This is an optimization exercise on Yosys and OpenROAD, whose aim is small area and a short achievable clock period, not a production implementation.
The RTL of this run was laid out without a check of its function.

`design/flow/flow/run.sh`:
```
#!/bin/bash
# Standard ORFS layout, with plain buf_1 cells as the port buffers, the repair steps
# asked to leave setup slack to spare at the design's clock period, and larger clock
# sink clusters (fewer leaf clock buffers).
set -euo pipefail
export BUFFER_PORTS_ARGS="-buffer_cell sky130_fd_sc_hd__buf_1"
export SETUP_SLACK_MARGIN=102.8
export CTS_ARGS="-sink_clustering_enable -repair_clock_nets -dont_use_dummy_load -sink_clustering_size 30 -sink_clustering_max_diameter 150"
bash standard.sh finish > standard.log 2>&1
```
`design/flow/standard.sh`:
```
#!/bin/bash
# synth_recipe.tcl (not shown) runs the flow's synth.tcl, then flattens the netlist and writes it again
# the make line also repeats each setting of config.mk as NAME=value (left out here)
make -C /OpenROAD-flow-scripts/flow DESIGN_CONFIG=/design/flow/config.mk WORK_HOME=/design/flow/orfs CLKGATE_MAP_FILE= SYNTH_SCRIPT=/design/flow/synth_recipe.tcl "${@:-finish}"
```
`design/flow/config.mk`:
```
export PLATFORM = sky130hd
export DESIGN_NAME = muldiv_engine
export DESIGN_NICKNAME = muldiv_engine
export VERILOG_FILES = /design/flow/design.v
export SDC_FILE = /design/flow/constraint.sdc
export NUM_CORES = 4
export LEC_CHECK = 0
export ABC_AREA = 1
export CAP_MARGIN = 20
export CORE_MARGIN = 2
export CORE_UTILIZATION = 50
export SLEW_MARGIN = 20
```
`design/flow/constraint.sdc`:
```
create_clock -name core_clock -period 130.0 [get_ports {clk}]
set_input_delay 26.0000 -clock core_clock [delete_from_list [all_inputs] [get_ports {clk}]]
set_output_delay 26.0000 -clock core_clock [all_outputs]
set_load 0.01 [all_outputs]
```
`design/flow/design.v`:
```
module muldiv_engine #(
    parameter int MULT_CYCLES = 5,
    parameter int DIV_CYCLES  = 10
) (
    input  logic        clk,
    input  logic        reset,
    input  logic        start,
    input  logic [2:0]  op,
    input  logic [31:0] d1,
    input  logic [31:0] d2,
    input  logic        flush,
    output logic        busy,
    output logic [31:0] hi,
    output logic [31:0] lo
);
    logic        busy_reg;
    logic [3:0]  cnt_reg;
    logic        is_div_reg, sgn_reg, sa_reg, bprev_reg;
    logic        dpre_reg, dstep_reg, last_reg, busy_out_reg;
    logic [31:0] a_reg, l_reg;
    logic [33:0] h_reg;
    logic [31:0] hi_reg, lo_reg;
    assign busy = busy_out_reg;
    assign hi   = hi_reg;
    assign lo   = lo_reg;
    wire accept = start && !flush && !busy_reg && (op != 3'd0) && (op != 3'd7);
    wire op_md  = (op == 3'd1) || (op == 3'd2) || (op == 3'd3) || (op == 3'd4);
    wire last     = last_reg;
    wire div_pre  = dpre_reg;
    wire div_step = dstep_reg;
    logic sb_reg;
    wire sb       = sb_reg;
    wire dz       = (a_reg == 32'd0);
    wire [34:0] m35  = {{3{sgn_reg & a_reg[31]}}, a_reg};
    wire [34:0] m35x2 = {m35[33:0], 1'b0};
    localparam int BLK = 6;
    function automatic logic [34:0] add35(input logic [34:0] x, input logic [34:0] y,
                                          input logic cin);
        logic [34:0] s;
        logic        c, s0, pre, cblk;
        c = cin; pre = 1'b1; cblk = 1'b0;
        for (int i = 0; i < 35; i++) begin
            if (i % BLK == 0 && i != 0) begin
                c = 1'b0; pre = 1'b1;
            end
            s0 = x[i] ^ y[i] ^ c;
            c  = (x[i] & y[i]) | (c & (x[i] ^ y[i]));
            s[i] = (i < BLK) ? s0 : (s0 ^ (cblk & pre));
            pre  = pre & s0;
            if (i % BLK == BLK - 1) cblk = (i < BLK) ? c : (c | (pre & cblk));
        end
        add35 = s;
    endfunction
    function automatic logic [31:0] lfix32(input logic [31:0] x, input logic neg,
                                           input logic inv);
        logic [31:0] s;
        logic        z;
        z = 1'b0;
        for (int i = 0; i < 32; i++) begin
            s[i] = x[i] ^ ((neg & z) | inv);
            z    = z | x[i];
        end
        lfix32 = s;
    endfunction
    logic [34:0] t [0:3];
    logic [3:0]  qb;
    logic [7:0]  pbits;
    always_comb begin
        for (int j = 0; j < 4; j++) begin
            logic [34:0] x, y;
            logic        one, two, neg, b2, b1, b0, rs, dbit;
            dbit = div_pre ? sa_reg : (l_reg[31-j] & ~last);
            if (j == 0) begin
                rs = h_reg[33];
                if (div_step)   x = {h_reg[32], h_reg[32:0], dbit};
                else            x = {h_reg[33], h_reg};
            end else begin
                rs = t[j-1][34];
                if (is_div_reg) x = {t[j-1][32], t[j-1][32:0], dbit};
                else            x = {t[j-1][34], t[j-1][34], t[j-1][34:2]};
            end
            b2 = l_reg[2*j+1];
            b1 = l_reg[2*j];
            b0 = (j == 0) ? bprev_reg : l_reg[2*j-1];
            if (is_div_reg) begin
                if (last && j == 0) begin
                    one = rs ^ sa_reg; two = 1'b0; neg = one & (sb ^ sa_reg);
                end else if (last) begin
                    one = 1'b0; two = 1'b1; neg = sb;             
                end else begin
                    one = 1'b1; two = 1'b0; neg = ~(rs ^ sb);     
                end
            end else if (last) begin
                one = bprev_reg & ~sgn_reg; two = 1'b0; neg = 1'b0;   
            end else begin
                one = b1 ^ b0;
                two = (b2 & ~b1 & ~b0) | (~b2 & b1 & b0);
                neg = b2;
            end
            y = (({35{one}} & m35) | ({35{two}} & m35x2)) ^ {35{neg}};
            t[j] = add35(x, y, neg);
            qb[3-j] = ~t[j][34] ^ (sa_reg & ~sb);
            pbits[2*j+1 -: 2] = t[j][1:0];
        end
    end
    wire        e      = (t[1] == 35'd0);
    wire [31:0] h_res  = t[0][31:0] & ~{32{sa_reg & e}};
    wire        lneg   = is_div_reg & (sa_reg ? ~(sb ^ e) : sb);
    wire        linv   = is_div_reg & sa_reg & (sb ^ e);
    wire [31:0] l_res  = lfix32(l_reg, lneg, linv);
    always_ff @(posedge clk) begin
        if (!busy_reg) begin
            a_reg      <= d2;
            l_reg      <= d1;
            h_reg      <= {34{(op == 3'd3) && d1[31]}};
            sa_reg     <= (op == 3'd3) && d1[31];
            bprev_reg  <= 1'b0;
            sgn_reg    <= (op == 3'd1) || (op == 3'd3);
            sb_reg     <= ((op == 3'd1) || (op == 3'd3)) && d2[31];
            is_div_reg <= (op == 3'd3) || (op == 3'd4);
            if (op == 3'd1 || op == 3'd2) cnt_reg <= 4'd5;
            else                          cnt_reg <= 4'd10;
            dpre_reg   <= (op == 3'd3) || (op == 3'd4);
            dstep_reg  <= (op == 3'd3) || (op == 3'd4);
            last_reg   <= 1'b0;
        end else begin
            cnt_reg   <= cnt_reg - 4'd1;
            dpre_reg  <= 1'b0;
            dstep_reg <= is_div_reg && (cnt_reg != 4'd2);
            last_reg  <= (cnt_reg == 4'd2);
            if (is_div_reg) h_reg <= t[3][33:0];
            else            h_reg <= {t[3][34], t[3][34:2]};
            if (div_pre) begin
                l_reg <= l_reg;
            end else if (is_div_reg) begin
                l_reg <= {l_reg[27:0], qb};
            end else begin
                l_reg     <= {pbits, l_reg[31:8]};
                bprev_reg <= l_reg[7];
            end
        end
        if (reset) begin
            busy_reg <= 1'b0;
            busy_out_reg <= 1'b0;
            hi_reg   <= 32'd0;
            lo_reg   <= 32'd0;
        end else if (!busy_reg) begin
            busy_reg <= accept && op_md;
            busy_out_reg <= start && !flush && op_md;
            if (accept && op == 3'd5) hi_reg <= d1;
            if (accept && op == 3'd6) lo_reg <= d1;
        end else if (last) begin
            busy_reg <= 1'b0;
            busy_out_reg <= 1'b0;
            if (!(is_div_reg && dz)) begin
                hi_reg <= h_res;
                lo_reg <= l_res;
            end
        end
    end
endmodule
```
==> run_results.csv <==
group,metric,value,unit
routing,routed_via_density,5.90,
global_route,grt-ovfl-total,0,
floorplanning,die_y,190,µm
critical_path,worstSetupEndpoint,"hi_reg[1]",
yosys,synth_commonest_cells,"nand2_1 (493), inv_1 (277), o21ai_0 (210)",
critical_path,cp_data_arrival_time,27520,ps
yosys,ys_seq_area_share,24.4,%
cts,insertion_delay,460,ps
yosys,ys.flop_type,"dfxtp_1",
cts,cts_tree,"built",
critical_path,crit_required,130370,ps
yosys,synth_warnings,2,
sta,hold_viol_final,0,
sta,rsz0062_at_grt,"false",
yosys,synthCells,2370,
layout,fin_nets,2644,
layout,drive_gt1_share,5.84,%
critical_path,cp-start-kind,"input pin",
sta,period_share,20.9,%
yosys,synth.top_cell.area_share,13.0,%
yosys,synth-seq-cells,176,
min_path,whs_path_depth,1,
floorplanning,initial_core_util,51.1,%
yosys,synthesis.area,0.0172,mm²
global_route,track_usage,32.8,%
critical_path,r2r-start,"last_reg",
floorplanning,fp-row-count,67,
yosys,synthArstFlopShare,0,%
routing,wl_per_cell,20.7,µm
global_route,grt_max_degree,69,
yosys,synth_area_leaders,"fa_1 (13%), dfxtp_1 (13%), edfxtp_1 (12%)",
layout,largest_reg_flops,34,
floorplanning,pin_count,136,
sta,tightest_slew,1060,ps
floorplanning,fp.dieW,190,µm
sta,finClkSkew,34.6,ps
routing,ant_nets,0,
routing,dr.pass1.iters,6,
min_path,hp-class,"reg -> reg",
cts,clk_pin_slew_worst_paths,70,ps
yosys,synth_cell_type_count,47,
layout,fin_util,54.7,%
job,maxCapViolCount,0,
routing,wl,59300,µm
layout,syn2layout_area_growth,7.07,%
cts,cts_buffers,17,
critical_path,reg2reg_depth,123,
global_route,grt_pass1_wl,90300,µm
placement,hpwl,43600,µm
yosys,yosys.area.top_type,"fa_1",
global_route,grt_pass1_vias,15900,
routing,drt_iter0_drc,1470,
critical_path,rr_endpoint,"l_reg[0]",
sta,fmax,36.8,MHz
yosys,yosysMostFrequentCell,"nand2_1",
critical_path,cp-startpoint,"op[0]",
critical_path,crit_fanout,32,
outcome,outcome,"finished clean",
global_route,antenna_found_initial,0,
yosys,synth_edf_count,68,
layout,diodes,0,
sta,report.final.slew_viol_count,0,
sta,slew_headroom,29.3,%
sta,setup_viol,0,
sta,fin_crit,27150,ps
routing,num_vias,16900,
critical_path,path_class,"in -> reg",
cts,hold_buffers,0,
floorplanning,core,0.0337,mm²
routing,drc,0,
cts,cts-root-buf,"clkbuf_16",
yosys,syn-num-nets,2596,
floorplanning,die_area,0.0359,mm²
critical_path,endpoint_kind,"register",
placement,port_buffers,135,
cts,clkSinkCount,176,
placement,place_congestion,0.934,
cts,clock_path_buffers,2,
cts,htreeDepth,4,
sta,tns,0,ps
critical_path,reg2reg_slack,105210,ps
yosys,synth_area_per_cell,7.26,µm²
-- how the worst min path moves through the flow --
stage	startpoint	endpoint	slack [ps]
after floorplan	cnt_reg[0]	cnt_reg[0]	410
after global placement	cnt_reg[0]	cnt_reg[0]	420
after detailed placement	cnt_reg[0]	cnt_reg[0]	430
after CTS	cnt_reg[0]	cnt_reg[0]	440
after global routing	cnt_reg[0]	cnt_reg[0]	480
final	cnt_reg[0]	cnt_reg[0]	440
-- cells by family (layout without fill, tap and decap cells) --
logic type,Yosys count,count (layout),synth area share [%]
AO/OA/AOI/OAI,541,541,18.4
adder cells (fa/ha/maj),155,155,16.2
AND/OR/NAND/NOR,923,923,24.0
XOR/XNOR,121,121,6.16
buffers and inverters,447,493,10.4
flip-flops,176,176,24.4
multiplexers,7,7,0.436
-- worst max-delay path, cell delays in order --
cell,delay (ps)
buf_2,160
inv_8,30
or4_4,540
a21oi_4,200
buf_12,220
o21ai_0,140
a31oi_1,200
-- final cells by class --
type	instances	area, µm²
Fill cell	3405	15300
Multi-Input combinational cell	1747	11300
Sequential cell	176	4210
Inverter	308	1170
Timing Repair Buffer	166	772
Tap cell	448	561
Clock buffer	17	425
Timing Repair inverter	2	15.0
-- stage by stage --
stage / instances / area, µm² / hold WS [ps] / setup slack (ps)
after floorplan: 2370 / 17300 / 412 / 102760
after global routing: 2864 / 18400 / 483 / 102810
after global placement: 2838 / 17900 / 425 / 101500
final: 2864 / 18400 / 441 / 102850
after detailed placement: 2838 / 17900 / 431 / 101470
after CTS: 2859 / 18400 / 442 / 102750
-- routing by layer --
metal	global-route usage [%]	vias up	part of all wire, %
met5	0	-	0
met4	14.0	0	4.1
met3	4.69	121	7.5
met2	52.8	747	46
met1	44.2	7977	43
li1	-	8040	-
-- repair_timing --
action,CTS,global route
endpoints found under the setup margin,94,55
resized for setup,9,3
pin swaps,0,1
gates cloned,1,2
buffers inserted,3,3
-- cells in the final DEF (no fill, tap or decap), drive strengths merged, types with 5 or more instances in the layout --
cell,synthesis,routed
inv,278,276
nand3,144,144
o21ai,215,215
nor2,172,172
o211ai,6,6
buf,39,164
dfxtp,108,108
a31oi,33,33
fa,112,112
clkbuf,99,19
nor3,7,7
o221ai,56,56
xnor2,22,22
o22ai,128,128
a21oi,95,95
or2,8,8
clkinv,30,30
ha,43,43
xor2,99,99
nand2,521,521
nand4,60,60
edfxtp,68,68
nor4,5,5

separate check: timing with driven ports:
The results above use ideal ports. As a check the final layout listed here was re-extracted and re-timed, cells and wires unchanged.
Step 1, drivers: a clkbuf_16 drives clk and a buf_2 each remaining input, both assumed.
Step 2 also shifts input and output timing later by t, the mid clock arrival at the registers, as if the neighbouring blocks saw the same clock.
Three values: no drivers, after step 1, after step 2; two values: the first two.
t, ns: 0.500
slack for setup (ns): 102.846 / 102.877 / 102.379
worst hold slack (ns): 0.441 / 0.441 / 0.441
latest minus earliest clock arrival (ns): 0.034 / 0.034
After both steps setup and hold are still met in this run. For this run, drivers alone change the setup slack by +0.031 ns; drivers and shift together by -0.467 ns.
